Context: an optimization exercise on an open-source flow, tuned for small area and few clock cycles per item. The choices shown serve that exercise and are no tape-out recipe. The RTL was checked by simulation tests, not by an equivalence proof against the original design. Power and IR drop assume default switching activity.

==> flow/design.v, too long to show whole: its modules and the start of the top module <==
// module fpu_mul_lopd48: 48 lines
// module fpu_mul_prenorm_pipe: 81 lines
// module fpu_mul_mant_mul: 1570 lines
// module fpu_mul_mant_fin: 25 lines
// module fpu_mul_fa: 4 lines
// module fpu_mul_ha: 4 lines
// module fpu_mul_xn: 3 lines
// module fpu_mul_or: 3 lines
// module fpu_mul_bx: 3 lines
// module fpu_mul_bs2: 4 lines
// module fpu_mul_bs: 3 lines
module fpu_mul_prenorm_pipe #(
  parameter int SIZE_DATA = 8,
  parameter int SIZE_MANT = 24,
  parameter int SIZE_LOPD = 8,
  parameter int BIAS      = 127
) (
  input  logic                   i_clk,
  input  logic                   i_rst_n,
  input  logic                   i_valid,
  output logic                   o_ready,
  input  logic [31:0]            i_data_a,
  input  logic [31:0]            i_data_b,
  output logic                   o_valid,
  input  logic                   i_ready,
  output logic                   o_sign,
  output logic [SIZE_DATA-1:0]   o_data_exp,
  output logic                   o_exp_oor,
  output logic [2*SIZE_MANT-1:0] o_mant_prod,
  output logic                   o_ov_flag,
  output logic                   o_un_flag,
  output logic [SIZE_LOPD-1:0]   o_one_pos,
  output logic                   o_zero_flag
);
  // ...
==> flow/flow/run.sh <==
#!/bin/bash
# The standard layout, except that the port buffers are sky130_fd_sc_hd__buf_1
# cells (resized later by repair as needed) instead of the delay cells
# buffer_ports picks by default. Every port still gets its own buffer.
set -euo pipefail
bash standard.sh 'BUFFER_PORTS_ARGS=-buffer_cell sky130_fd_sc_hd__buf_1' finish > orfs_make.log 2>&1
==> flow/standard.sh <==
#!/bin/bash
# synth_recipe.tcl (not shown) runs the flow's synth.tcl, then flattens the netlist and writes it again
# the make line also repeats each setting of config.mk as NAME=value (left out here)
make -C /OpenROAD-flow-scripts/flow DESIGN_CONFIG=/design/flow/config.mk WORK_HOME=/design/flow/orfs CLKGATE_MAP_FILE= SYNTH_SCRIPT=/design/flow/synth_recipe.tcl "${@:-finish}"
==> flow/config.mk <==
export PLATFORM = sky130hd
export DESIGN_NAME = fpu_mul_prenorm_pipe
export DESIGN_NICKNAME = fpu_mul_prenorm_pipe
export VERILOG_FILES = /design/flow/design.v
export SDC_FILE = /design/flow/constraint.sdc
export NUM_CORES = 4
export LEC_CHECK = 0
export CAP_MARGIN = 20
export CORE_MARGIN = 2
export CORE_UTILIZATION = 40
export CTS_BUF_LIST = sky130_fd_sc_hd__clkbuf_8
export GPL_TIMING_DRIVEN = 0
export SLEW_MARGIN = 20
export SYNTH_HIERARCHICAL = 1
export SYNTH_MINIMUM_KEEP_SIZE = 0
==> flow/constraint.sdc <==
create_clock -name core_clock -period 8.0 [get_ports {i_clk}]
set_input_delay 1.6000 -clock core_clock [delete_from_list [all_inputs] [get_ports {i_clk}]]
set_output_delay 1.6000 -clock core_clock [all_outputs]
set_load 0.01 [all_outputs]
==> summary.txt, run 1 <==
post-layout instance area = 0.01737 mm2
Post-CTS Hold Buffers = 0
Post-Route WL = 47240 um
cell area power density = 491.2 mW/mm2
grt met3 use = 0.04163
Seq group = 1.18 mW
number of cell rows = 72
P_comb = 7.07 mW
routed metal-1 wirelength = 20800 um
fraction of area in multi-input gates = 0.7706
metal3 WL = 3982 um
Syn Area/Cell = 11.22 um2
critical-path maximum fanout = 27
post-synthesis cell count = 1391
antenna violations before repair = 0
hold endpoint = r_valid
Sequential Power Share = 0.139
post-synth cell types = 65
clock power share = 0.033
NonClk Buf Share = 0.05431
top power group = combinational cells
Clock Power = 279 uW
Combinational Power Share = 0.829
max_slew headroom = 0.2120
area leader, netlist = fa_1
# H-tree levels = 3
Layout Skew = 11.38 ps
Post-Synthesis Cell Area = 0.01561 mm2
simple-gate area share of the yosys netlist = 0.07671
Max VDD drop = 0.3237 mV
most common cell in the synthesized netlist = fa_1
area of the multi-input gates = 0.01338 mm2
outcome = finished clean
Final WS setup = 351.3 ps
Critical Path Start Type = input pin
R2R Setup Slk = 6520 ps
Placement Setup Slack = 35.63 ps
R2R cell count = 3
Testbench counts, summed over its fixed seeds: cycles 24,008, items 24,000.
==> run 2, diff against run 1 <==
--- a/flow/design.v
+++ b/flow/design.v
@@ -808,23 +808,16 @@
   logic k621;
   logic k622;
   logic k623;
   logic k624;
   logic k625;
   logic k626;
   logic k627;
   logic k628;
-  logic k629;
-  logic k630;
-  logic k631;
-  logic k632;
-  logic k633;
-  logic k634;
-  logic k635;
   assign one[0] = b[0] ^ 1'b0;
   assign two[0] = (b[1] & ~b[0] & ~1'b0) | (~b[1] & b[0] & 1'b0);
   assign neg[0] = b[1] & ~(b[0] & 1'b0);
   assign negn[0] = ~neg[0];
   fpu_mul_bx u_x0_0 (.a(a[0]), .n(neg[0]), .u(u0[1]));
   fpu_mul_bx u_x0_1 (.a(a[1]), .n(neg[0]), .u(u0[2]));
   fpu_mul_bx u_x0_2 (.a(a[2]), .n(neg[0]), .u(u0[3]));
   fpu_mul_bx u_x0_3 (.a(a[3]), .n(neg[0]), .u(u0[4]));
@@ -1664,68 +1657,61 @@
   fpu_mul_fa u_k590 (.a(s497), .b(ppn1[0]), .c(k589), .s(sn[2]), .co(k590));
   fpu_mul_fa u_k591 (.a(c498), .b(s499), .c(k590), .s(sn[3]), .co(k591));
   fpu_mul_fa u_k592 (.a(c500), .b(s501), .c(k591), .s(sn[4]), .co(k592));
   fpu_mul_fa u_k593 (.a(c502), .b(s503), .c(k592), .s(sn[5]), .co(k593));
   fpu_mul_fa u_k594 (.a(c504), .b(s505), .c(k593), .s(sn[6]), .co(k594));
   fpu_mul_fa u_k595 (.a(c506), .b(s507), .c(k594), .s(sn[7]), .co(k595));
   fpu_mul_fa u_k596 (.a(c508), .b(s509), .c(k595), .s(sn[8]), .co(k596));
   fpu_mul_fa u_k597 (.a(c510), .b(s511), .c(k596), .s(sn[9]), .co(k597));
-  fpu_mul_fa u_k598 (.a(c512), .b(s513), .c(k597), .s(sn[10]), .co(k598));
-  fpu_mul_xn u_xk599 (.a(c514), .b(s515), .y(sn[11]));
-  fpu_mul_or u_k599 (.a(c514), .b(s515), .y(k599));
-  fpu_mul_fa u_k600 (.a(c516), .b(s517), .c(k599), .s(sn[12]), .co(k600));
-  fpu_mul_fa u_k601 (.a(c518), .b(s519), .c(k600), .s(sn[13]), .co(k601));
-  fpu_mul_fa u_k602 (.a(c520), .b(s521), .c(k601), .s(sn[14]), .co(k602));
-  fpu_mul_fa u_k603 (.a(c522), .b(s523), .c(k602), .s(sn[15]), .co(k603));
-  fpu_mul_fa u_k604 (.a(c524), .b(s525), .c(k603), .s(sn[16]), .co(k604));
-  fpu_mul_fa u_k605 (.a(c526), .b(s527), .c(k604), .s(sn[17]), .co(k605));
-  fpu_mul_xn u_xk606 (.a(c528), .b(s529), .y(sn[18]));
-  fpu_mul_or u_k606 (.a(c528), .b(s529), .y(k606));
-  fpu_mul_fa u_k607 (.a(c530), .b(s531), .c(k606), .s(sn[19]), .co(k607));
-  fpu_mul_fa u_k608 (.a(c532), .b(s533), .c(k607), .s(sn[20]), .co(k608));
-  fpu_mul_fa u_k609 (.a(c534), .b(s535), .c(k608), .s(sn[21]), .co(k609));
-  fpu_mul_fa u_k610 (.a(c536), .b(s537), .c(k609), .s(sn[22]), .co(k610));
-  fpu_mul_xn u_xk611 (.a(c538), .b(s539), .y(sn[23]));
-  fpu_mul_or u_k611 (.a(c538), .b(s539), .y(k611));
-  fpu_mul_fa u_k612 (.a(c540), .b(s541), .c(k611), .s(sn[24]), .co(k612));
-  fpu_mul_fa u_k613 (.a(c542), .b(s543), .c(k612), .s(sn[25]), .co(k613));
-  fpu_mul_fa u_k614 (.a(c544), .b(s545), .c(k613), .s(sn[26]), .co(k614));
-  fpu_mul_fa u_k615 (.a(c546), .b(s547), .c(k614), .s(sn[27]), .co(k615));
-  fpu_mul_xn u_xk616 (.a(c548), .b(s549), .y(sn[28]));
-  fpu_mul_or u_k616 (.a(c548), .b(s549), .y(k616));
-  fpu_mul_fa u_k617 (.a(c550), .b(s551), .c(k616), .s(sn[29]), .co(k617));
-  fpu_mul_fa u_k618 (.a(c552), .b(s553), .c(k617), .s(sn[30]), .co(k618));
-  fpu_mul_fa u_k619 (.a(c554), .b(s555), .c(k618), .s(sn[31]), .co(k619));
-  fpu_mul_fa u_k620 (.a(c556), .b(s557), .c(k619), .s(sn[32]), .co(k620));
-  fpu_mul_xn u_xk621 (.a(c558), .b(s559), .y(sn[33]));
-  fpu_mul_or u_k621 (.a(c558), .b(s559), .y(k621));
-  fpu_mul_fa u_k622 (.a(c560), .b(s561), .c(k621), .s(sn[34]), .co(k622));
-  fpu_mul_fa u_k623 (.a(c562), .b(s563), .c(k622), .s(sn[35]), .co(k623));
-  fpu_mul_fa u_k624 (.a(c564), .b(s565), .c(k623), .s(sn[36]), .co(k624));
-  fpu_mul_fa u_k625 (.a(c566), .b(s567), .c(k624), .s(sn[37]), .co(k625));
-  fpu_mul_xn u_xk626 (.a(c568), .b(s569), .y(sn[38]));
-  fpu_mul_or u_k626 (.a(c568), .b(s569), .y(k626));
-  fpu_mul_fa u_k627 (.a(c570), .b(s571), .c(k626), .s(sn[39]), .co(k627));
-  fpu_mul_fa u_k628 (.a(c572), .b(s573), .c(k627), .s(sn[40]), .co(k628));
-  fpu_mul_fa u_k629 (.a(c574), .b(s575), .c(k628), .s(sn[41]), .co(k629));
-  fpu_mul_fa u_k630 (.a(c576), .b(s577), .c(k629), .s(sn[42]), .co(k630));
-  fpu_mul_xn u_xk631 (.a(c578), .b(s579), .y(sn[43]));
-  fpu_mul_or u_k631 (.a(c578), .b(s579), .y(k631));
-  fpu_mul_fa u_k632 (.a(c580), .b(s581), .c(k631), .s(sn[44]), .co(k632));
-  fpu_mul_fa u_k633 (.a(c582), .b(s583), .c(k632), .s(sn[45]), .co(k633));
-  fpu_mul_fa u_k634 (.a(c584), .b(s585), .c(k633), .s(sn[46]), .co(k634));
-  fpu_mul_fa u_k635 (.a(c586), .b(s587), .c(k634), .s(sn[47]), .co(k635));
-  assign gn[0] = k598;
-  assign gn[1] = k605;
-  assign gn[2] = k610;
-  assign gn[3] = k615;
-  assign gn[4] = k620;
-  assign gn[5] = k625;
-  assign gn[6] = k630;
+  fpu_mul_fa u_gn_0 (.a(c512), .b(s513), .c(k597), .s(sn[10]), .co(gn[0]));
+  fpu_mul_xn u_xk598 (.a(c514), .b(s515), .y(sn[11]));
+  fpu_mul_or u_k598 (.a(c514), .b(s515), .y(k598));
+  fpu_mul_fa u_k599 (.a(c516), .b(s517), .c(k598), .s(sn[12]), .co(k599));
+  fpu_mul_fa u_k600 (.a(c518), .b(s519), .c(k599), .s(sn[13]), .co(k600));
+  fpu_mul_fa u_k601 (.a(c520), .b(s521), .c(k600), .s(sn[14]), .co(k601));
+  fpu_mul_fa u_k602 (.a(c522), .b(s523), .c(k601), .s(sn[15]), .co(k602));
+  fpu_mul_fa u_k603 (.a(c524), .b(s525), .c(k602), .s(sn[16]), .co(k603));
+  fpu_mul_fa u_gn_1 (.a(c526), .b(s527), .c(k603), .s(sn[17]), .co(gn[1]));
+  fpu_mul_xn u_xk604 (.a(c528), .b(s529), .y(sn[18]));
+  fpu_mul_or u_k604 (.a(c528), .b(s529), .y(k604));
+  fpu_mul_fa u_k605 (.a(c530), .b(s531), .c(k604), .s(sn[19]), .co(k605));
+  fpu_mul_fa u_k606 (.a(c532), .b(s533), .c(k605), .s(sn[20]), .co(k606));
+  fpu_mul_fa u_k607 (.a(c534), .b(s535), .c(k606), .s(sn[21]), .co(k607));
+  fpu_mul_fa u_gn_2 (.a(c536), .b(s537), .c(k607), .s(sn[22]), .co(gn[2]));
+  fpu_mul_xn u_xk608 (.a(c538), .b(s539), .y(sn[23]));
+  fpu_mul_or u_k608 (.a(c538), .b(s539), .y(k608));
+  fpu_mul_fa u_k609 (.a(c540), .b(s541), .c(k608), .s(sn[24]), .co(k609));
+  fpu_mul_fa u_k610 (.a(c542), .b(s543), .c(k609), .s(sn[25]), .co(k610));
+  fpu_mul_fa u_k611 (.a(c544), .b(s545), .c(k610), .s(sn[26]), .co(k611));
+  fpu_mul_fa u_gn_3 (.a(c546), .b(s547), .c(k611), .s(sn[27]), .co(gn[3]));
+  fpu_mul_xn u_xk612 (.a(c548), .b(s549), .y(sn[28]));
+  fpu_mul_or u_k612 (.a(c548), .b(s549), .y(k612));
+  fpu_mul_fa u_k613 (.a(c550), .b(s551), .c(k612), .s(sn[29]), .co(k613));
+  fpu_mul_fa u_k614 (.a(c552), .b(s553), .c(k613), .s(sn[30]), .co(k614));
+  fpu_mul_fa u_k615 (.a(c554), .b(s555), .c(k614), .s(sn[31]), .co(k615));
+  fpu_mul_fa u_gn_4 (.a(c556), .b(s557), .c(k615), .s(sn[32]), .co(gn[4]));
+  fpu_mul_xn u_xk616 (.a(c558), .b(s559), .y(sn[33]));
+  fpu_mul_or u_k616 (.a(c558), .b(s559), .y(k616));
+  fpu_mul_fa u_k617 (.a(c560), .b(s561), .c(k616), .s(sn[34]), .co(k617));
+  fpu_mul_fa u_k618 (.a(c562), .b(s563), .c(k617), .s(sn[35]), .co(k618));
+  fpu_mul_fa u_k619 (.a(c564), .b(s565), .c(k618), .s(sn[36]), .co(k619));
+  fpu_mul_fa u_gn_5 (.a(c566), .b(s567), .c(k619), .s(sn[37]), .co(gn[5]));
+  fpu_mul_xn u_xk620 (.a(c568), .b(s569), .y(sn[38]));
+  fpu_mul_or u_k620 (.a(c568), .b(s569), .y(k620));
+  fpu_mul_fa u_k621 (.a(c570), .b(s571), .c(k620), .s(sn[39]), .co(k621));
+  fpu_mul_fa u_k622 (.a(c572), .b(s573), .c(k621), .s(sn[40]), .co(k622));
+  fpu_mul_fa u_k623 (.a(c574), .b(s575), .c(k622), .s(sn[41]), .co(k623));
+  fpu_mul_fa u_gn_6 (.a(c576), .b(s577), .c(k623), .s(sn[42]), .co(gn[6]));
+  fpu_mul_xn u_xk624 (.a(c578), .b(s579), .y(sn[43]));
+  fpu_mul_or u_k624 (.a(c578), .b(s579), .y(k624));
+  fpu_mul_fa u_k625 (.a(c580), .b(s581), .c(k624), .s(sn[44]), .co(k625));
+  fpu_mul_fa u_k626 (.a(c582), .b(s583), .c(k625), .s(sn[45]), .co(k626));
+  fpu_mul_fa u_k627 (.a(c584), .b(s585), .c(k626), .s(sn[46]), .co(k627));
+  fpu_mul_fa u_k628 (.a(c586), .b(s587), .c(k627), .s(sn[47]), .co(k628));
 endmodule
 module fpu_mul_mant_fin (
   input  logic [47:0] sn,
   input  logic [6:0] gn,
   output logic [47:0] p
 );
   logic [47:0] s;
   logic [7:0] cin;
==> run 2 against run 1 <==
Still clean on timing, DRC and antenna. Sequential share of layout area hardly changed. Combinational power is 2% lower. Non-clock buffer count is 1 lower. Routed wire length is 1.9% higher. Largest power group unchanged. Highest routed layer unchanged.
==> summary.txt, run 2 <==
outcome = finished clean (unchanged)
area of the multi-input gates = 0.01337 mm2 (was 0.01338 mm2)
Sequential Power Share = 0.142 (was 0.139)
drt wl/cell = 23.18 um (was 22.73 um)
Layout Skew = 13.09 ps (was 11.38 ps)
# H-tree levels = 3 (unchanged)
fill count = 3708 (was 3652)
Combinational Power Share = 0.829 (about the same)
cell area power density = 480.9 mW/mm2 (was 491.2 mW/mm2)
antenna fix cells = 0 (was 1)
share of cells above drive strength 1 = 0.07766 (was 0.08018)
TritonCTS buffer count = 9 (unchanged)
critical path type = input pin to flip-flop (unchanged)
Tot GR Track Use = 0.2384 (was 0.2351)
ys flop type = edfxtp_1 (unchanged)
worst slew pin tran = 1154 ps (was 1182 ps)
CTS tree = yes (unchanged)
via count = 12410 (was 12180)
die height = 201.2 um (was 201.5 um)
Post-CTS Hold Buffers = 0 (unchanged)
Final WS setup = 449.4 ps (was 351.3 ps)
Layout Nets = 1957 (was 1958)
Max VDD drop = 0.3119 mV (was 0.3237 mV)
Post-Route WL = 48130 um (was 47240 um)
most common cell in the synthesized netlist = fa_1 (unchanged)
Critical Path AT = 7640 ps (was 7760 ps)
root buffer cell = clkbuf_8 (unchanged)
Seq cells post-synth = 66 (unchanged)
Detailed Route Iter0 Violations = 1294 (was 1359)
synth cell count leaders = 297 x fa_1, 288 x a22oi_1, 282 x xor2_1 (unchanged)
Max-Cap Viols = 0 (unchanged)
Initial Util = 0.4035 (was 0.4048)
hold depth = 2 (unchanged)
Via-to-Cell Ratio = 5.978 (was 5.862)
period utilization = 0.9438 (was 0.9561)
clock power share = 0.029 (was 0.033)
clock sinks = 66 (unchanged)
post-synth cell types = 65 (unchanged)
Sw Share = 0.5001 (was 0.4880)
max reg flops = 48 (unchanged)
DR pass1 iterations = 6 (unchanged)
placed insts = 2059 (was 2061)
Worst EP required = 8090 ps (was 8110 ps)
Yosys warnings = 12 (unchanged)
Switching Power = 4.183 mW (was 4.163 mW)
unrepaired setup endpoints after global routing = no (unchanged)
EDFF count, synth = 65 (unchanged)
PortBufs = 136 (unchanged)
final setup fails = 0 (unchanged)
DIE WIDTH = 201.2 um (was 201.5 um)
Yosys top cell area share = 0.3822 (was 0.3809)
number of cell rows = 72 (unchanged)
antenna-violating nets left = 0 (unchanged)
Post-Synthesis Cell Area = 0.01556 mm2 (was 0.01561 mm2)
Syn Area/Cell = 11.24 um2 (was 11.22 um2)
Pint = 4.181 mW (was 4.368 mW)
GRT overflow = 0 (unchanged)
max_slew headroom = 0.2307 (was 0.2120)
dominant cells by area after synthesis = fa_1 38%, xor2_1 16%, a22oi_1 14% (unchanged)
FMAX = 0.1324 GHz (was 0.1307 GHz)
CORE AREA = 0.03856 mm2 (unchanged)
R2R cell count = 3 (unchanged)
LEAKAGE = 6.234 nW (was 6.217 nW)
type of the worst min-delay path = flip-flop to flip-flop (unchanged)
Final GP Congestion = 0.9082 (was 0.9065)
critical-path maximum fanout = 27 (unchanged)
num ports = 139 (unchanged)
Area Growth Syn to Fin = 11.82% (was 11.28%)
fin cells = 2076 (was 2078)
Final Max Tran Viols = 0 (unchanged)
Placement Setup Slack = 103.0 ps (was 35.63 ps)
Largest regs = r_sn: 48 flops, r_exp: 8 flops, r_gn: 7 flops (unchanged)
Final min period = 7551 ps (was 7649 ps)
first-pass GRT wire length = 75380 um (was 74010 um)
leading cell types in the layout, fill and taps excluded = 297 x fa_1, 288 x a22oi_1, 282 x xor2_1, 112 x buf_1, 65 x edfxtp_1 (was 297 x fa_1, 288 x a22oi_1, 282 x xor2_1, 113 x buf_1, 65 x edfxtp_1)
Fin. Hold Viols = 0 (unchanged)
Worst Setup End Kind = flip-flop (unchanged)
vias in the first global route = 13040 (was 12720)
antenna violations before repair = 0 (unchanged)
CTS Buffer Depth = 2 (unchanged)
FF+latch area = 0.001977 mm2 (unchanged)
asr flop ratio synth = 0.01515 (unchanged)
post-CTS setup buffer count = 0 (unchanged)
largest net degree at the start of global routing = 56 (was 42)
dpl hpwl = 37560 um (was 36890 um)
Seq/Total Area, Yosys = 0.1271 (was 0.1267)
Critical Path Start Type = input pin (unchanged)
area leader, netlist = fa_1 (unchanged)
Largest Register = r_sn (unchanged)
most common cell after layout, fill and taps aside = fa_1 (unchanged)
die area = 0.04048 mm2 (was 0.04062 mm2)
Remaining DRCs = 0 (unchanged)
post-synthesis cell count = 1384 (was 1391)
Reg clk slew, reported paths = 70 ps (was 80 ps)
post-cts repair resize count = 0 (unchanged)
Clock Latency Late Sink = 350 ps (was 340 ps)
[run 2: critical path: stages]
cell and delay [ps]:
buf_1 390, nand2b_1 210, inv_2 620, xor2_1 340, a22oi_1 150, fa_1 560
fa_1 450, fa_1 400, fa_1 490, fa_1 520, or2_1 260, fa_1 380
fa_1 400, fa_1 400, fa_1 440
[run 2: metal layers]
layer / vias to the layer above / wire (um) / track usage
li1: 5322 / - / -
met4: 0 / 1420 / 0.08535
met5: - / 0 / 0
met2: 639 / 22000 / 0.3775
met3: 95 / 3945 / 0.04179
met1: 6354 / 20770 / 0.3299
[run 2: cells by family after synthesis]
logic type,share of synthesized area
buffers and inverters,0.01954
flip-flops,0.1271
other,0.0004828
AND/OR/NAND/NOR,0.07697
XOR/XNOR,0.1847
AO/OA/AOI/OAI,0.1777
adder cells (fa/ha/maj),0.4136
[run 2: through the flow]
| stage | hold slack [ps] | total power, mW | area (um2) | setup TNS (ps) | util |
|---|---|---|---|---|---|
| floorplan | 622.1 | 5.425 | 15560 | 0 | - |
| global placement | 504.7 | 7.809 | 16720 | -38720 | 0.4337 |
| detailed placement | 521.0 | 8.053 | 17210 | 0 | 0.4462 |
| CTS | 543.9 | 8.306 | 17380 | 0 | 0.4507 |
| global route | 567.0 | 9.189 | 17390 | 0 | 0.4511 |
| finish | 540.8 | 8.364 | 17390 | 0 | 0.4511 |
[run 2: modules after synthesis, one instance, submodules excluded, excerpt]
module / cells inside / area, um2 / copies in the design
fpu_mul_mant_mul: 94 / 574.3 / 1
fpu_mul_fa: 1 / 20.02 / 296
fpu_mul_xn: 1 / 8.758 / 36
fpu_mul_bs2: 2 / 15.01 / 144
fpu_mul_ha: 1 / 12.51 / 6
fpu_mul_bx: 1 / 8.758 / 264
fpu_mul_bs: 1 / 12.51 / 12
fpu_mul_prenorm_pipe: 146 / 2514 / 1
[run 2: layout make-up]
cell class,count,share of cell area
clock buffers,10,0.007913
well taps,518,0.03726
clock inverters,6,0.002086
plain buffers,19,0.005395
flip-flops and latches,66,0.1137
multi-input cells,1245,0.7689
repair buffers,156,0.05273
inverters,56,0.01208
[run 2: final timing paths]
path                                  start        to  slack [ps]
worst max-delay path            i_data_b[9]  r_sn[27]         450
worst min-delay path                r_valid   r_valid         540
worst max register to register      r_valid  r_sn[16]        6600
worst min register to register      r_valid   r_valid         540
max in group asynchronous           i_rst_n   r_valid        6900
min in group asynchronous           i_rst_n   r_valid        1000
[run 2: power by group through the flow]
| stage | registers [mW] | clock network [mW] | logic, mW |
|---|---|---|---|
| after CTS | 1.19 | 0.251 | 6.87 |
| after detailed placement | 1.19 | 0 | 6.86 |
| after global placement | 1.19 | 0 | 6.62 |
| after floorplan | 1.17 | 0 | 4.26 |
| final | 1.19 | 0.241 | 6.94 |
| after global routing | 1.20 | 0.265 | 7.72 |
Testbench counts of run 2, summed over its fixed seeds: cycles 24,008, items 24,000.
==> run 3, diff against run 2 <==
--- a/flow/config.mk
+++ b/flow/config.mk
@@ -7,3 +7,3 @@
 export LEC_CHECK = 0
-export CAP_MARGIN = 20
+export CAP_MARGIN = 5
 export CORE_MARGIN = 2
@@ -12,3 +12,3 @@
 export GPL_TIMING_DRIVEN = 0
-export SLEW_MARGIN = 20
+export SLEW_MARGIN = 5
 export SYNTH_HIERARCHICAL = 1
==> run 3 against run 2 <==
Critical path type unchanged. Synthesized area unchanged. Sequential share of layout area increased by 0.053 points. Sequential cell count unchanged. Still clean. Critical path depth increased by 2.
==> summary.txt, run 3 <==
Syn Area/Cell = 11.24 um2 (unchanged)
FMAX = 0.1291 GHz (was 0.1324 GHz)
post-layout instance area = 0.01731 mm2 (was 0.01739 mm2)
Post-Synthesis Cell Area = 0.01556 mm2 (unchanged)
Layout Nets = 1958 (was 1957)
Detailed Route Iter0 Violations = 1331 (was 1294)
leading cell types in the layout, fill and taps excluded = 297 x fa_1, 288 x a22oi_1, 282 x xor2_1, 132 x buf_1, 65 x edfxtp_1 (was 297 x fa_1, 288 x a22oi_1, 282 x xor2_1, 112 x buf_1, 65 x edfxtp_1)
worst slew pin tran = 1389 ps (was 1154 ps)
DIE WIDTH = 201.2 um (unchanged)
number of cell rows = 72 (unchanged)
Max VDD drop = 0.4265 mV (was 0.3119 mV)
Max-Cap Viols = 0 (unchanged)
Largest Register = r_sn (unchanged)
grt met3 use = 0.04195 (was 0.04179)
cell area power density = 486.0 mW/mm2 (was 480.9 mW/mm2)
Post-CTS Hold Buffers = 0 (unchanged)
share of cells above drive strength 1 = 0.06479 (was 0.07766)
met1 GRT Util = 0.3326 (was 0.3299)
Largest regs = r_sn: 48 flops, r_exp: 8 flops, r_gn: 7 flops (unchanged)
routing usage on met2 = 0.3751 (was 0.3775)
Post-Route WL = 48160 um (was 48130 um)
fin cells = 2077 (was 2076)
LEAKAGE = 6.163 nW (was 6.234 nW)
unrepaired setup endpoints after global routing = no (unchanged)
largest net degree at the start of global routing = 66 (was 56)
Yosys top cell area share = 0.3822 (unchanged)
critical path type = input pin to flip-flop (unchanged)
asr flop ratio synth = 0.01515 (unchanged)
Placed Instance Area = 0.01705 mm2 (was 0.01721 mm2)
Placement Setup Slack = -684.7 ps (was 103.0 ps)
R2R cell count = 2 (was 3)
root buffer cell = clkbuf_8 (unchanged)
setup TNS = 0 ps (unchanged)
# H-tree levels = 3 (unchanged)
Fin Hold WS = 537.0 ps (was 540.8 ps)
critical-path maximum fanout = 31 (was 27)
cell family with most CP delay = adder cells (unchanged)
clock sinks = 66 (unchanged)
dpl hpwl = 37250 um (was 37560 um)
Layout Skew = 8.211 ps (was 13.09 ps)
via count = 12360 (was 12410)
Fin. Hold Viols = 0 (unchanged)
Seq cells post-synth = 66 (unchanged)
critical path's most frequent cell = fa_1 (unchanged)
Final GP Congestion = 0.9082 (unchanged)
first-pass GRT wire length = 75390 um (was 75380 um)
crit path buf inv count = 3 (was 2)
slowest cell on the critical path = fa_1 (was inv_2)
Reg clk slew, reported paths = 70 ps (about the same)
post-synthesis cell count = 1384 (unchanged)
die area = 0.04048 mm2 (unchanged)
Tot Pwr = 8.414 mW (was 8.364 mW)
Critical Path AT = 7840 ps (was 7640 ps)
Seq/Total Area, Yosys = 0.1271 (unchanged)
Tot GR Track Use = 0.2388 (was 0.2384)
outcome = finished clean (unchanged)
antenna fix cells = 0 (unchanged)
Final min period = 7748 ps (was 7551 ps)
die height = 201.2 um (unchanged)
Worst Setup End Kind = flip-flop (unchanged)
Most Used Layer, Global Route = met2 (unchanged)
dominant cells by area after synthesis = fa_1 38%, xor2_1 16%, a22oi_1 14% (unchanged)
hold depth = 2 (unchanged)
Remaining DRCs = 0 (unchanged)
GRT overflow = 0 (unchanged)
type of the worst min-delay path = flip-flop to flip-flop (unchanged)
TritonCTS buffer count = 9 (unchanged)
post-route core utilization = 0.4491 (was 0.4511)
drt wl/cell = 23.19 um (was 23.18 um)
max reg flops = 48 (unchanged)
max_slew headroom = 0.07383 (was 0.2307)
Crit path depth = 17 (was 15)
CP max stage delay = 580 ps (was 620 ps)
placed insts = 2056 (was 2059)
crit path cell chain = buf_4 > ha_1 > nand2b_1 > clkinvlp_4 > buf_4 > xor2_1 > a22oi_1 > fa_1 > fa_1 > fa_1 > fa_1 > fa_1 > or2_1 > fa_1 > fa_1 > fa_1 > fa_1 (was buf_1 > nand2b_1 > inv_2 > xor2_1 > a22oi_1 > fa_1 > fa_1 > fa_1 > fa_1 > fa_1 > or2_1 > fa_1 > fa_1 > fa_1 > fa_1)
Yosys warnings = 12 (unchanged)
Critical Path Start Type = input pin (unchanged)
most common cell after layout, fill and taps aside = fa_1 (unchanged)
Clock Latency Late Sink = 340 ps (was 350 ps)
num ports = 139 (unchanged)
CTS Buffer Depth = 2 (unchanged)
final setup fails = 0 (unchanged)
synth cell count leaders = 297 x fa_1, 288 x a22oi_1, 282 x xor2_1 (unchanged)
Final WS setup = 251.8 ps (was 449.4 ps)
antenna violations before repair = 1 (was 0)
ys flop type = edfxtp_1 (unchanged)
vias in the first global route = 13080 (was 13040)
Area Growth Syn to Fin = 11.30% (was 11.82%)
period utilization = 0.9685 (was 0.9438)
DR pass1 iterations = 6 (unchanged)
PortBufs = 136 (unchanged)
Final Max Tran Viols = 0 (unchanged)
Initial Util = 0.4035 (unchanged)
most common cell in the synthesized netlist = fa_1 (unchanged)
CTS tree = yes (unchanged)
antenna-violating nets left = 0 (unchanged)
area leader, netlist = fa_1 (unchanged)
CORE AREA = 0.03856 mm2 (unchanged)
Via-to-Cell Ratio = 5.949 (was 5.978)
post-synth cell types = 65 (unchanged)
EDFF count, synth = 65 (unchanged)
Worst EP required = 8090 ps (about the same)
## run 3: final cells by class
cell class	count	area, um2
Clock buffer	12	165.2
Timing Repair Buffer	156	824.5
Sequential cell	66	1977
Timing Repair inverter	1	7.507
Tap cell	518	648.1
Multi-Input combinational cell	1245	13330
Buffer	19	93.84
Fill cell	3741	21240
Inverter	56	214.0
Clock inverter	4	50.05
## run 3: cells by family (layout without fill, tap and decap cells)
| group | after synthesis | count (layout) | synth area share |
|---|---|---|---|
| other cells | 2 | 4 | 0.0004828 |
| simple gates | 212 | 212 | 0.07697 |
| fa+ha+maj | 336 | 336 | 0.4136 |
| xor+xnor | 328 | 328 | 0.1847 |
| compound gates | 365 | 365 | 0.1777 |
| buf+inv | 75 | 248 | 0.01954 |
| flops | 66 | 66 | 0.1271 |
## run 3: report_power, final
part / total [mW] / leakage, nW / switching, mW / internal (mW)
sequential: 1.19 / 0.627 / 0.0943 / 1.09
clock: 0.292 / 0.110 / 0.123 / 0.169
combinational: 6.94 / 5.43 / 3.98 / 2.96
## run 3: worst paths after layout
| check | startpoint | endpoint | slack [ps] |
|---|---|---|---|
| max in group asynchronous | i_rst_n | r_valid | 6900 |
| worst min-delay path | r_valid | r_valid | 540 |
| worst max-delay path | i_data_b[1] | r_sn[27] | 250 |
| min in group asynchronous | i_rst_n | r_valid | 1000 |
| worst max register to register | r_valid | r_sn[14] | 6410 |
| worst min register to register | r_valid | r_valid | 540 |
## run 3: Yosys stat by module (local to each module, per instance), a selection
module                cells  copies in the design
fpu_mul_mant_fin        116                     1
fpu_mul_prenorm_pipe    146                     1
fpu_mul_bs                1                    12
fpu_mul_ha                1                     6
fpu_mul_or                1                    36
fpu_mul_bx                1                   264
fpu_mul_bs2               2                   144
fpu_mul_mant_mul         94                     1
fpu_mul_fa                1                   296
fpu_mul_xn                1                    36
## run 3: per-layer routing
metal  share of wire  up-vias
li1                -     5321
met1            0.43     6330
met2            0.45      607
met3           0.086       97
met4           0.029        2
met5         0.00021        -
## run 3: what timing repair did
item,4_1_cts,5_1_grt
cloned,1,0
endpoints found under the setup margin,8,5
gates resized for setup,3,0
setup buffers,0,3
## run 3: worst min-delay path, cell delays in order, from the launching register on
cell,delay [ps]
dfrtp_1,340
nand2b_1,90
nand2b_1,80
==> run 4, diff against run 3 <==
==> flow/flow/run.sh (replaced) <==
#!/bin/bash
# The standard layout, except that the port buffers are sky130_fd_sc_hd__buf_1
# cells (resized later by repair as needed) instead of the delay cells
# buffer_ports picks by default, and clock tree synthesis inserts no dummy loads.
set -euo pipefail
bash standard.sh 'BUFFER_PORTS_ARGS=-buffer_cell sky130_fd_sc_hd__buf_1' \
  'CTS_ARGS=-sink_clustering_enable -repair_clock_nets -dont_use_dummy_load -buf_list sky130_fd_sc_hd__clkbuf_8' \
  finish > orfs_make.log 2>&1
==> run 4 against run 3 <==
Global-route usage barely moved. Via count barely moved. Fmax rose by 0.32%. Final cell count fell by 0.34%. Sequential cell count did not move. Sequential power barely moved. Clock power fell by about 30%. Critical path depth did not move. Setup slack improved by 24 ps. Final area fell by 0.53%. Power fell by 0.97%. Non-clock buffer count did not move.
==> summary.txt, run 4 <==
leading cell types in the layout, fill and taps excluded = 297 x fa_1, 288 x a22oi_1, 282 x xor2_1, 132 x buf_1, 65 x edfxtp_1 (unchanged)
asr flop ratio synth = 0.01515 (unchanged)
Largest Register = r_sn (unchanged)
Post-Route WL = 48120 um (was 48160 um)
Final WS setup = 276.3 ps (was 251.8 ps)
Layout Nets = 1958 (unchanged)
Worst EP required = 8090 ps (about the same)
Remaining DRCs = 0 (unchanged)
CTS tree = yes (unchanged)
unrepaired setup endpoints after global routing = no (unchanged)
LEAKAGE = 6.118 nW (was 6.163 nW)
DR pass1 iterations = 6 (unchanged)
cell area power density = 483.8 mW/mm2 (was 486.0 mW/mm2)
Largest regs = r_sn: 48 flops, r_exp: 8 flops, r_gn: 7 flops (unchanged)
Tot GR Track Use = 0.2384 (was 0.2388)
Clock Latency Late Sink = 350 ps (was 340 ps)
RR Startpoint = r_valid (unchanged)
Fin. Hold Viols = 0 (unchanged)
Synth Area in Adders = 0.4136 (unchanged)
Layout Skew = 26.20 ps (was 8.211 ps)
final setup fails = 0 (unchanged)
period utilization = 0.9655 (was 0.9685)
Post-Synthesis Cell Area = 0.01556 mm2 (unchanged)
outcome = finished clean (unchanged)
Post-CTS Hold Buffers = 0 (unchanged)
die height = 201.2 um (unchanged)
mux share of post-synthesis cell area = 0 (unchanged)
Seq/Total Area, Yosys = 0.1271 (unchanged)
antenna fix cells = 0 (unchanged)
PortBufs = 136 (unchanged)
Final Max Tran Viols = 0 (unchanged)
Worst Setup End Kind = flip-flop (unchanged)
Yosys warnings = 12 (unchanged)
ys flop type = edfxtp_1 (unchanged)
simple-gate area share of the yosys netlist = 0.07697 (unchanged)
most common cell after layout, fill and taps aside = fa_1 (unchanged)
type of the worst min-delay path = flip-flop to flip-flop (unchanged)
Final min period = 7724 ps (was 7748 ps)
Synth Area in XOR/XNOR = 0.1847 (unchanged)
EDFF count, synth = 65 (unchanged)
root buffer cell = clkbuf_8 (unchanged)
DIE WIDTH = 201.2 um (unchanged)
clock sinks = 66 (unchanged)
post-synth cell types = 65 (unchanged)
Tot Pwr = 8.332 mW (was 8.414 mW)
Synth Area in Compound Gates = 0.1777 (unchanged)
max reg flops = 48 (unchanged)
area leader, netlist = fa_1 (unchanged)
TritonCTS buffer count = 9 (unchanged)
die area = 0.04048 mm2 (unchanged)
Seq cells post-synth = 66 (unchanged)
drt wl/cell = 23.25 um (was 23.19 um)
Critical Path AT = 7810 ps (was 7840 ps)
via count = 12350 (was 12360)
synth cell count leaders = 297 x fa_1, 288 x a22oi_1, 282 x xor2_1 (unchanged)
critical-path maximum fanout = 31 (unchanged)
dpl hpwl = 37250 um (unchanged)
Critical Path Start Type = input pin (unchanged)
largest net degree at the start of global routing = 66 (unchanged)
main combinational cell family by area after synthesis = adder cells (unchanged)
# H-tree levels = 3 (unchanged)
first-pass GRT wire length = 75290 um (was 75390 um)
Syn Area/Cell = 11.24 um2 (unchanged)
hold endpoint = r_valid (unchanged)
critical path type = input pin to flip-flop (unchanged)
Via-to-Cell Ratio = 5.966 (was 5.949)
vias in the first global route = 13060 (was 13080)
antenna violations before repair = 1 (unchanged)
Yosys top cell area share = 0.3822 (unchanged)
FMAX = 0.1295 GHz (was 0.1291 GHz)
Max VDD drop = 0.4174 mV (was 0.4265 mV)
Detailed Route Iter0 Violations = 1327 (was 1331)
dominant cells by area after synthesis = fa_1 38%, xor2_1 16%, a22oi_1 14% (unchanged)
R2R Setup Slk = 6400 ps (was 6410 ps)
worst slew pin tran = 1399 ps (was 1389 ps)
Final GP Congestion = 0.9082 (unchanged)
share of cells above drive strength 1 = 0.06121 (was 0.06479)
num ports = 139 (unchanged)
most common cell in the synthesized netlist = fa_1 (unchanged)
CTS Buffer Depth = 2 (unchanged)
max_slew headroom = 0.06715 (was 0.07383)
Initial Util = 0.4035 (unchanged)
Max-Cap Viols = 0 (unchanged)
post-synthesis cell count = 1384 (unchanged)
antenna-violating nets left = 0 (unchanged)
R2R cell count = 2 (unchanged)
CORE AREA = 0.03856 mm2 (unchanged)
hold depth = 2 (unchanged)
hold_sp = r_valid (unchanged)
Reg clk slew, reported paths = 70 ps (about the same)
GRT overflow = 0 (unchanged)
Area Growth Syn to Fin = 10.71% (was 11.30%)
reg2reg end = r_sn[4] (was r_sn[14])
Placement Setup Slack = -684.7 ps (unchanged)
number of cell rows = 72 (unchanged)
-- run 4: metal layers --
metal	vias to the layer above	GRT usage	share of wire
met3	94	0.04146	0.079
met1	6337	0.3323	0.44
met5	-	0	0.00021
met2	600	0.3743	0.45
li1	5316	-	-
met4	2	0.08692	0.028
-- run 4: repair_timing --
item | in CTS | in global routing
resized for setup | 3 | 0
setup buffers | 0 | 3
endpoints found under the setup margin | 8 | 5
cloned | 1 | 0
-- run 4: stage by stage --
stage	util	std cells	setup TNS, ps	hold slack [ps]	instance area (um2)
detailed placement	0.4421	2056	-4821	525.7	17050
global placement	0.4337	2040	-38720	504.7	16720
CTS	0.4457	2066	0	545.2	17190
floorplan	-	1386	0	622.1	15560
global route	0.4467	2070	0	572.8	17220
finish	0.4467	2070	0	537.2	17220
-- run 4: kinds of logic (layout without fill, tap and decap cells) --
kind of cell / Yosys count / in the layout
DFF: 66 / 66
AOI/OAI and AO/OA: 365 / 365
buffers and inverters: 75 / 241
adders and majority gates: 336 / 336
and+or+nand+nor: 212 / 212
other: 2 / 4
xor gates and xnor gates: 328 / 328
-- run 4: layout make-up --
| type | count | area [um2] |
|---|---|---|
| Buffer | 19 | 93.84 |
| Multi-Input combinational cell | 1245 | 13330 |
| Clock buffer | 9 | 123.9 |
| Tap cell | 518 | 648.1 |
| Timing Repair inverter | 1 | 7.507 |
| Timing Repair Buffer | 156 | 824.5 |
| Sequential cell | 66 | 1977 |
| Inverter | 56 | 214.0 |
| Fill cell | 3753 | 21330 |
-- run 4: worst max-delay path by stage --
stage | start | to | slack [ps] | cells after the start
finish | i_data_b[1] | r_sn[27] | 280 | 17
detailed placement | i_data_b[1] | r_sn[27] | -680 | 16
floorplan | i_data_b[4] | r_sn[32] | 140 | 13
CTS | i_data_b[3] | r_sn[17] | 70 | 16
global route | i_data_b[1] | r_sn[27] | 40 | 17
global placement | i_data_b[1] | r_sn[27] | -1800 | 13
-- run 4: modules after synthesis (local to each module, per instance), excerpt --
module | cell area, um2 | times used | flops+latches
fpu_mul_bx | 8.758 | 264 | 0
fpu_mul_bs | 12.51 | 12 | 0
fpu_mul_mant_mul | 574.3 | 1 | 0
fpu_mul_prenorm_pipe | 2514 | 1 | 66
fpu_mul_or | 6.256 | 36 | 0
fpu_mul_fa | 20.02 | 296 | 0
fpu_mul_xn | 8.758 | 36 | 0
fpu_mul_mant_fin | 763.2 | 1 | 0
fpu_mul_bs2 | 15.01 | 144 | 0
fpu_mul_ha | 12.51 | 6 | 0
-- run 4: worst max-delay path, stage by stage --
cell and delay [ps]:
buf_4 400, ha_1 220, nand2b_1 350, clkinvlp_4 200
buf_4 230, xor2_1 190, a22oi_1 280, fa_1 490
fa_1 450, fa_1 450, fa_1 580, fa_1 460
or2_1 260, fa_1 390, fa_1 400, fa_1 400
fa_1 440
-- run 4: power breakdown --
group	internal [mW]	switching [mW]	total [mW]	leakage, nW
clock network	0.0996	0.104	0.204	0.0647
logic	2.96	3.98	6.94	5.43
registers	1.09	0.0937	1.19	0.627
==> run 5, diff against run 4 <==
--- a/flow/config.mk
+++ b/flow/config.mk
@@ -7,3 +7,3 @@
 export LEC_CHECK = 0
-export CAP_MARGIN = 5
+export CAP_MARGIN = 20
 export CORE_MARGIN = 2
@@ -12,3 +12,3 @@
 export GPL_TIMING_DRIVEN = 0
-export SLEW_MARGIN = 5
+export SLEW_MARGIN = 20
 export SYNTH_HIERARCHICAL = 1
==> run 5 against run 4 <==
Still clean. Power is 0.14% lower. Die area did not move. Clock skew is 2.8 ps higher. Utilization is 0.31 points higher. Final cell count hardly changed. Final area rose by 0.70%. Count of clock-buffer cells in the layout unchanged. Global-route usage hardly changed. Non-clock buffer count stayed put. Critical path type unchanged. Critical endpoint is now r_sn[37].
==> summary.txt, run 5 <==
outcome = finished clean (unchanged)
Final GP Congestion = 0.9082 (unchanged)
Max VDD drop = 0.3141 mV (was 0.4174 mV)
Sw Share = 0.5000 (was 0.5015)
vias in the first global route = 13020 (was 13060)
max_slew headroom = 0.2171 (was 0.06715)
post-CTS setup buffer count = 0 (unchanged)
grt met3 use = 0.04244 (was 0.04146)
Largest regs = r_sn: 48 flops, r_exp: 8 flops, r_gn: 7 flops (unchanged)
Final min period = 7557 ps (was 7724 ps)
leading cell types in the layout, fill and taps excluded = 297 x fa_1, 288 x a22oi_1, 282 x xor2_1, 112 x buf_1, 65 x edfxtp_1 (was 297 x fa_1, 288 x a22oi_1, 282 x xor2_1, 132 x buf_1, 65 x edfxtp_1)
most common cell after layout, fill and taps aside = fa_1 (unchanged)
antenna-violating nets left = 0 (unchanged)
drt wl/cell = 23.23 um (was 23.25 um)
critical path type = input pin to flip-flop (unchanged)
Post-CTS Hold Buffers = 0 (unchanged)
post-cts repair resize count = 0 (was 3)
number of cell rows = 72 (unchanged)
fill count = 3715 (was 3753)
Via-to-Cell Ratio = 5.946 (was 5.966)
Worst EP required = 8030 ps (was 8090 ps)
Critical Path AT = 7590 ps (was 7810 ps)
dominant cells by area after synthesis = fa_1 38%, xor2_1 16%, a22oi_1 14% (unchanged)
Most Used Layer, Global Route = met2 (unchanged)
CORE AREA = 0.03856 mm2 (unchanged)
routing usage on met2 = 0.3780 (was 0.3743)
R2R cell count = 3 (was 2)
Post-Route WL = 48060 um (was 48120 um)
via count = 12300 (was 12350)
area of the multi-input gates = 0.01337 mm2 (was 0.01333 mm2)
Sequential Power Share = 0.142 (about the same)
first-pass GRT wire length = 75290 um (unchanged)
critical-path maximum fanout = 25 (was 31)
placed insts = 2059 (was 2056)
antenna fix cells = 0 (unchanged)
largest net degree at the start of global routing = 56 (was 66)
area leader, netlist = fa_1 (unchanged)
cell area power density = 479.7 mW/mm2 (was 483.8 mW/mm2)
fin cells = 2069 (was 2070)
Pint = 4.160 mW (was 4.153 mW)
type of the worst min-delay path = flip-flop to flip-flop (unchanged)
GRT overflow = 0 (unchanged)
PortBufs = 136 (unchanged)
most common cell in the synthesized netlist = fa_1 (unchanged)
TritonCTS buffer count = 9 (unchanged)
final setup fails = 0 (unchanged)
Critical Path Start Type = input pin (unchanged)
LEAKAGE = 6.202 nW (was 6.118 nW)
Seq/Total Area, Yosys = 0.1271 (unchanged)
max reg flops = 48 (unchanged)
clock power share = 0.025 (was 0.024)
Tot GR Track Use = 0.2382 (was 0.2384)
share of cells above drive strength 1 = 0.07544 (was 0.06121)
synth cell count leaders = 297 x fa_1, 288 x a22oi_1, 282 x xor2_1 (unchanged)
clock sinks = 66 (unchanged)
Post-Synthesis Cell Area = 0.01556 mm2 (unchanged)
dpl hpwl = 37560 um (was 37250 um)
antenna violations before repair = 0 (was 1)
Clock Latency Late Sink = 340 ps (was 350 ps)
Detailed Route Iter0 Violations = 1285 (was 1327)
Yosys warnings = 12 (unchanged)
hold depth = 2 (unchanged)
Worst Setup End Kind = flip-flop (unchanged)
FF+latch area = 0.001977 mm2 (unchanged)
Max-Cap Viols = 0 (unchanged)
unrepaired setup endpoints after global routing = no (unchanged)
hold endpoint = r_valid (unchanged)
Syn Area/Cell = 11.24 um2 (unchanged)
hold_sp = r_valid (unchanged)
Yosys top cell area share = 0.3822 (unchanged)
CTS Buffer Depth = 2 (unchanged)
Reg clk slew, reported paths = 70 ps (about the same)
num ports = 139 (unchanged)
Largest Register = r_sn (unchanged)
Switching Power = 4.160 mW (was 4.179 mW)
Initial Util = 0.4035 (unchanged)
CTS tree = yes (unchanged)
post-synthesis cell count = 1384 (unchanged)
R2R Setup Slk = 6590 ps (was 6400 ps)
Remaining DRCs = 0 (unchanged)
Fin. Hold Viols = 0 (unchanged)
met1 GRT Util = 0.3286 (was 0.3323)
post-synth cell types = 65 (unchanged)
Layout Skew = 28.97 ps (was 26.20 ps)
Final Max Tran Viols = 0 (unchanged)
worst slew pin tran = 1174 ps (was 1399 ps)
ys flop type = edfxtp_1 (unchanged)
# H-tree levels = 3 (unchanged)
die height = 201.2 um (unchanged)
reg2reg end = r_sn[4] (unchanged)
Tot Pwr = 8.321 mW (was 8.332 mW)
EDFF count, synth = 65 (unchanged)
period utilization = 0.9446 (was 0.9655)
asr flop ratio synth = 0.01515 (unchanged)
DR pass1 iterations = 8 (was 6)
RR Startpoint = r_valid (unchanged)
Area Growth Syn to Fin = 11.49% (was 10.71%)
FMAX = 0.1323 GHz (was 0.1295 GHz)
Fin Hold WS = 540.7 ps (was 537.2 ps)
DIE WIDTH = 201.2 um (unchanged)
root buffer cell = clkbuf_8 (unchanged)
Layout Nets = 1957 (was 1958)
Combinational Power Share = 0.833 (about the same)
die area = 0.04048 mm2 (unchanged)
Seq cells post-synth = 66 (unchanged)
## run 5: cell counts after synthesis
Identical to the previous run, type by type.
## run 5: kinds of logic (layout without fill, tap and decap cells)
kind of cell	count (synthesis)	count (layout)	share of synthesized area
compound gates	365	365	0.1777
fa+ha+maj	336	336	0.4136
xor+xnor	328	328	0.1847
simple gates	212	212	0.07697
buf+inv	75	240	0.01954
flops	66	66	0.1271
other cells	2	4	0.0004828
## run 5: per-module statistics from Yosys (local to each module, per instance), excerpt
module	cell area [um2]	cells inside
fpu_mul_prenorm_pipe	2514	146
fpu_mul_fa	20.02	1
fpu_mul_bx	8.758	1
fpu_mul_mant_mul	574.3	94
fpu_mul_xn	8.758	1
fpu_mul_bs2	15.01	2
fpu_mul_bs	12.51	1
fpu_mul_ha	12.51	1
fpu_mul_or	6.256	1
fpu_mul_mant_fin	763.2	116
## run 5: metal layers
layer,up-vias,share of wire
met4,0,0.030
met2,584,0.46
li1,5310,-
met3,95,0.080
met1,6313,0.43
met5,-,0
## run 5: worst max path at each step
stage                 from  endpoint  slack, ps  cells past startpoint
3_5_place_dp   i_data_b[0]  r_sn[17]        100                     15
3_3_place_gp   i_data_b[1]  r_sn[27]      -1800                     13
5_1_grt        i_data_b[3]  r_sn[27]        200                     16
6_report       i_data_b[9]  r_sn[37]        440                     13
4_1_cts        i_data_b[0]  r_sn[17]        470                     15
2_1_floorplan  i_data_b[4]  r_sn[32]        140                     13
## run 5: metrics by stage
stage	TNS, ps	util	area (um2)	setup slack (ps)
2_1_floorplan	0	-	15560	142.7
3_3_place_gp	-38720	0.4337	16720	-1804
3_5_place_dp	0	0.4462	17210	103.0
4_1_cts	0	0.4494	17330	472.8
5_1_grt	0	0.4498	17340	201.4
6_report	0	0.4498	17340	442.9
## run 5: critical path: stages
cell     delay [ps]
buf_1           380
ha_1            970
a22oi_1         270
fa_1            610
fa_1            440
fa_1            400
fa_1            400
fa_1            490
or2_1           260
fa_1            390
fa_1            420
fa_1            400
fa_1            510
## run 5: power by group through the flow
stage	logic (mW)	clock network, mW	registers (mW)
CTS	6.86	0.213	1.19
detailed placement	6.86	0	1.19
floorplan	4.26	0	1.17
global route	7.72	0.226	1.21
global placement	6.62	0	1.19
finish	6.93	0.204	1.18
## run 5: cell type report
| cell class | instances | share of cell area |
|---|---|---|
| inverter | 56 | 0.01212 |
| tap | 518 | 0.03737 |
| clock buffer | 9 | 0.007142 |
| buffer | 19 | 0.005410 |
| sequential | 66 | 0.1140 |
| timing repair buffer | 156 | 0.05288 |
| multi-input combinational | 1245 | 0.7711 |
==> run 6, diff against run 5 <==
==> flow/flow/run.sh (replaced) <==
#!/bin/bash
# The standard layout, except that the port buffers are sky130_fd_sc_hd__buf_1
# cells (resized later by repair as needed) instead of the delay cells
# buffer_ports picks by default, and clock tree synthesis uses larger sink
# clusters and no dummy loads.
set -euo pipefail
bash standard.sh 'BUFFER_PORTS_ARGS=-buffer_cell sky130_fd_sc_hd__buf_1' \
  'CTS_ARGS=-sink_clustering_enable -repair_clock_nets -dont_use_dummy_load -buf_list sky130_fd_sc_hd__clkbuf_16 -sink_clustering_size 34 -sink_clustering_max_diameter 150 -sink_buffer_max_cap_derate 1.0' \
  finish > orfs_make.log 2>&1
==> run 6 against run 5 <==
Die area stayed put. Power is 1.2% higher. Sequential share of layout area is 0.066 points lower. Utilization is 0.26 points higher. Count of clock-buffer cells in the layout stayed put. Final cell count stayed put. Via count hardly changed. Sequential cell count stayed put. Largest power group unchanged. Clock power is 53% higher.
==> summary.txt, run 6 <==
outcome = finished clean (unchanged)
post-CTS setup buffer count = 0 (unchanged)
Post-CTS Hold Buffers = 0 (unchanged)
antenna fix cells = 0 (unchanged)
CORE AREA = 0.03856 mm2 (unchanged)
Reg clk slew, reported paths = 50 ps (was 70 ps)
via count = 12310 (was 12300)
num ports = 139 (unchanged)
post-synthesis cell count = 1384 (unchanged)
grt met3 use = 0.04179 (was 0.04244)
share of cells above drive strength 1 = 0.07544 (unchanged)
Synth Area in XOR/XNOR = 0.1847 (unchanged)
leading cell types in the layout, fill and taps excluded = 297 x fa_1, 288 x a22oi_1, 282 x xor2_1, 112 x buf_1, 65 x edfxtp_1 (unchanged)
Combinational Power Share = 0.822 (was 0.833)
FF+latch area = 0.001977 mm2 (unchanged)
Placement Setup Slack = 103.0 ps (unchanged)
# H-tree levels = 3 (unchanged)
Tot Pwr = 8.418 mW (was 8.321 mW)
CTS tree = yes (unchanged)
synth cell count leaders = 297 x fa_1, 288 x a22oi_1, 282 x xor2_1 (unchanged)
Switching Power = 4.161 mW (was 4.160 mW)
post-route core utilization = 0.4525 (was 0.4498)
critical-path maximum fanout = 27 (was 25)
die height = 201.2 um (unchanged)
Remaining DRCs = 0 (unchanged)
GRT overflow = 0 (unchanged)
die area = 0.04048 mm2 (unchanged)
post-synth cell types = 65 (unchanged)
DIE WIDTH = 201.2 um (unchanged)
Yosys warnings = 12 (unchanged)
period utilization = 0.9431 (was 0.9446)
Final Max Tran Viols = 0 (unchanged)
area leader, netlist = fa_1 (unchanged)
LEAKAGE = 6.248 nW (was 6.202 nW)
Layout Nets = 1957 (unchanged)
Area Growth Syn to Fin = 12.15% (was 11.49%)
Final WS setup = 455.2 ps (was 442.9 ps)
most common cell in the synthesized netlist = fa_1 (unchanged)
asr flop ratio synth = 0.01515 (unchanged)
antenna-violating nets left = 0 (unchanged)
unrepaired setup endpoints after global routing = no (unchanged)
Worst Setup End Kind = flip-flop (unchanged)
Largest regs = r_sn: 48 flops, r_exp: 8 flops, r_gn: 7 flops (unchanged)
TritonCTS buffer count = 9 (unchanged)
Final min period = 7545 ps (was 7557 ps)
DR pass1 iterations = 6 (was 8)
Seq/Total Area, Yosys = 0.1271 (unchanged)
Clock Latency Late Sink = 330 ps (was 340 ps)
Yosys top cell area share = 0.3822 (unchanged)
number of cell rows = 72 (unchanged)
dominant cells by area after synthesis = fa_1 38%, xor2_1 16%, a22oi_1 14% (unchanged)
root buffer cell = clkbuf_16 (was clkbuf_8)
drt wl/cell = 23.21 um (was 23.23 um)
routing usage on met2 = 0.3779 (was 0.3780)
Via-to-Cell Ratio = 5.947 (was 5.946)
Sw Share = 0.4944 (was 0.5000)
max reg flops = 48 (unchanged)
hold depth = 2 (unchanged)
worst slew pin tran = 1166 ps (was 1174 ps)
Largest Register = r_sn (unchanged)
FMAX = 0.1325 GHz (was 0.1323 GHz)
EDFF count, synth = 65 (unchanged)
Critical Path Start Type = input pin (unchanged)
Synth Area in Adders = 0.4136 (unchanged)
Max-Cap Viols = 0 (unchanged)
max_slew headroom = 0.2226 (was 0.2171)
Worst EP required = 8020 ps (was 8030 ps)
type of the worst min-delay path = flip-flop to flip-flop (unchanged)
main combinational cell family by area after synthesis = adder cells (unchanged)
final setup fails = 0 (unchanged)
Most Used Layer, Global Route = met2 (unchanged)
R2R cell count = 3 (unchanged)
Synth Area in Compound Gates = 0.1777 (unchanged)
cell area power density = 482.5 mW/mm2 (was 479.7 mW/mm2)
post-cts repair resize count = 0 (unchanged)
first-pass GRT wire length = 75290 um (about the same)
Seq cells post-synth = 66 (unchanged)
Tot GR Track Use = 0.2384 (was 0.2382)
Detailed Route Iter0 Violations = 1238 (was 1285)
antenna violations before repair = 0 (unchanged)
Fin. Hold Viols = 0 (unchanged)
Critical Path AT = 7560 ps (was 7590 ps)
mux share of post-synthesis cell area = 0 (unchanged)
Max VDD drop = 0.3127 mV (was 0.3141 mV)
Post-Route WL = 48020 um (was 48060 um)
PortBufs = 136 (unchanged)
simple-gate area share of the yosys netlist = 0.07697 (unchanged)
ys flop type = edfxtp_1 (unchanged)
dpl hpwl = 37560 um (unchanged)
fill count = 3702 (was 3715)
Pint = 4.256 mW (was 4.160 mW)
Layout Skew = 17.85 ps (was 28.97 ps)
most common cell after layout, fill and taps aside = fa_1 (unchanged)
CTS Buffer Depth = 2 (unchanged)
Final GP Congestion = 0.9082 (unchanged)
Sequential Power Share = 0.141 (was 0.142)
met1 GRT Util = 0.3291 (was 0.3286)
clock sinks = 66 (unchanged)
area of the multi-input gates = 0.01337 mm2 (unchanged)
clock power share = 0.037 (was 0.025)
critical path type = input pin to flip-flop (unchanged)
Initial Util = 0.4035 (unchanged)
Syn Area/Cell = 11.24 um2 (unchanged)
largest net degree at the start of global routing = 56 (unchanged)
Post-Synthesis Cell Area = 0.01556 mm2 (unchanged)
vias in the first global route = 13000 (was 13020)
run 6: cell counts after synthesis:
No cell type changed its count.
run 6: layer usage:
layer  up-vias  wire length, um
met5         -                0
met4         0             1413
met3        93             3749
met2       608            21970
met1      6290            20880
li1       5314                -
run 6: per-stage QoR:
step / area (um2) / hold slack (ps) / std cells / setup TNS, ps
6_report: 17450 / 536.6 / 2069 / 0
5_1_grt: 17450 / 560.5 / 2069 / 0
4_1_cts: 17430 / 538.8 / 2068 / 0
3_5_place_dp: 17210 / 521.0 / 2059 / 0
3_3_place_gp: 16720 / 504.7 / 2040 / -38720
2_1_floorplan: 15560 / 622.1 / 1386 / 0
run 6: cell families (layout without fill, tap and decap cells):
family | count (synthesis) | count (layout)
AOI/OAI and AO/OA | 365 | 365
xor gates and xnor gates | 328 | 328
adders and majority gates | 336 | 336
buffers and inverters | 75 | 240
DFF | 66 | 66
other | 2 | 4
and+or+nand+nor | 212 | 212
run 6: critical path, cell delays in order:
cell and delay [ps]:
buf_1 150, ha_1 220, nand2b_1 230, inv_2 610, xor2_1 290, a22oi_1 160, fa_1 550, fa_1 530
fa_1 440, or2_1 270, fa_1 400, fa_1 390, fa_1 390, fa_1 390, fa_1 390, fa_1 550
run 6: worst paths after layout:
check	slack, ps	end	start
setup / recovery	460	r_sn[17]	i_data_b[3]
hold / removal	540	r_valid	r_valid
setup reg to reg	6600	r_sn[14]	r_valid
hold reg to reg	540	r_valid	r_valid
max in group asynchronous	6880	r_valid	i_rst_n
min in group asynchronous	1020	r_valid	i_rst_n
run 6: final cells by class:
class	instances	area share
Buffer	19	0.005379
Clock buffer	9	0.01291
Inverter	56	0.01205
Multi-Input combinational cell	1245	0.7666
Sequential cell	66	0.1133
Tap cell	518	0.03715
Timing Repair Buffer	156	0.05257
run 6: power by group through the flow:
stage | clock network [mW] | logic, mW | registers [mW]
3_5_place_dp | 0 | 6.86 | 1.19
4_1_cts | 0.321 | 6.86 | 1.19
5_1_grt | 0.336 | 7.72 | 1.21
2_1_floorplan | 0 | 4.26 | 1.17
6_report | 0.313 | 6.92 | 1.19
3_3_place_gp | 0 | 6.62 | 1.19
run 6: modules after synthesis (local to each module, per instance), excerpt:
| module | cells inside | flops+latches |
|---|---|---|
| fpu_mul_bs | 1 | 0 |
| fpu_mul_prenorm_pipe | 146 | 66 |
| fpu_mul_mant_mul | 94 | 0 |
| fpu_mul_xn | 1 | 0 |
| fpu_mul_ha | 1 | 0 |
| fpu_mul_fa | 1 | 0 |
| fpu_mul_bs2 | 2 | 0 |
| fpu_mul_or | 1 | 0 |
| fpu_mul_bx | 1 | 0 |

[static timing again, ports no longer ideal]
Ports are ideal in the flow. The routed layouts listed here were re-timed in OpenROAD.
Step 1: set_driving_cell puts a clkbuf_16 on i_clk and a buf_2 on each other input, an assumption about the parent block.
Step 2 also shifts input and output timing later by t, the mid clock arrival at the registers, as if the neighbouring blocks saw the same clock.
Three values: ideal ports, drivers, drivers and shift; two values: the first two.
run	t (ns)	slack for setup (ns)	worst hold slack (ns)	worst register clock-pin slew, ns	cell pins on the clock port's net
run 1	0.380	0.351 / 0.353 / -0.026	0.548 / 0.548 / 0.548	0.08 / 0.08	1
run 2	0.381	0.449 / 0.466 / 0.085	0.541 / 0.541 / 0.541	0.08 / 0.08	1
run 3	0.384	0.252 / 0.268 / -0.115	0.537 / 0.537 / 0.537	0.08 / 0.08	1
run 4	0.376	0.276 / 0.295 / -0.080	0.537 / 0.537 / 0.537	0.07 / 0.07	1
run 5	0.372	0.443 / 0.459 / 0.087	0.541 / 0.541 / 0.541	0.07 / 0.07	1
run 6	0.367	0.455 / 0.464 / 0.097	0.537 / 0.537 / 0.537	0.06 / 0.06	1
With both steps, setup timing fails in run 1, run 3 and run 4, where it was met with ideal ports. For run 1, which loses most, drivers alone change the setup slack by +0.002 ns; drivers and shift together by -0.377 ns.
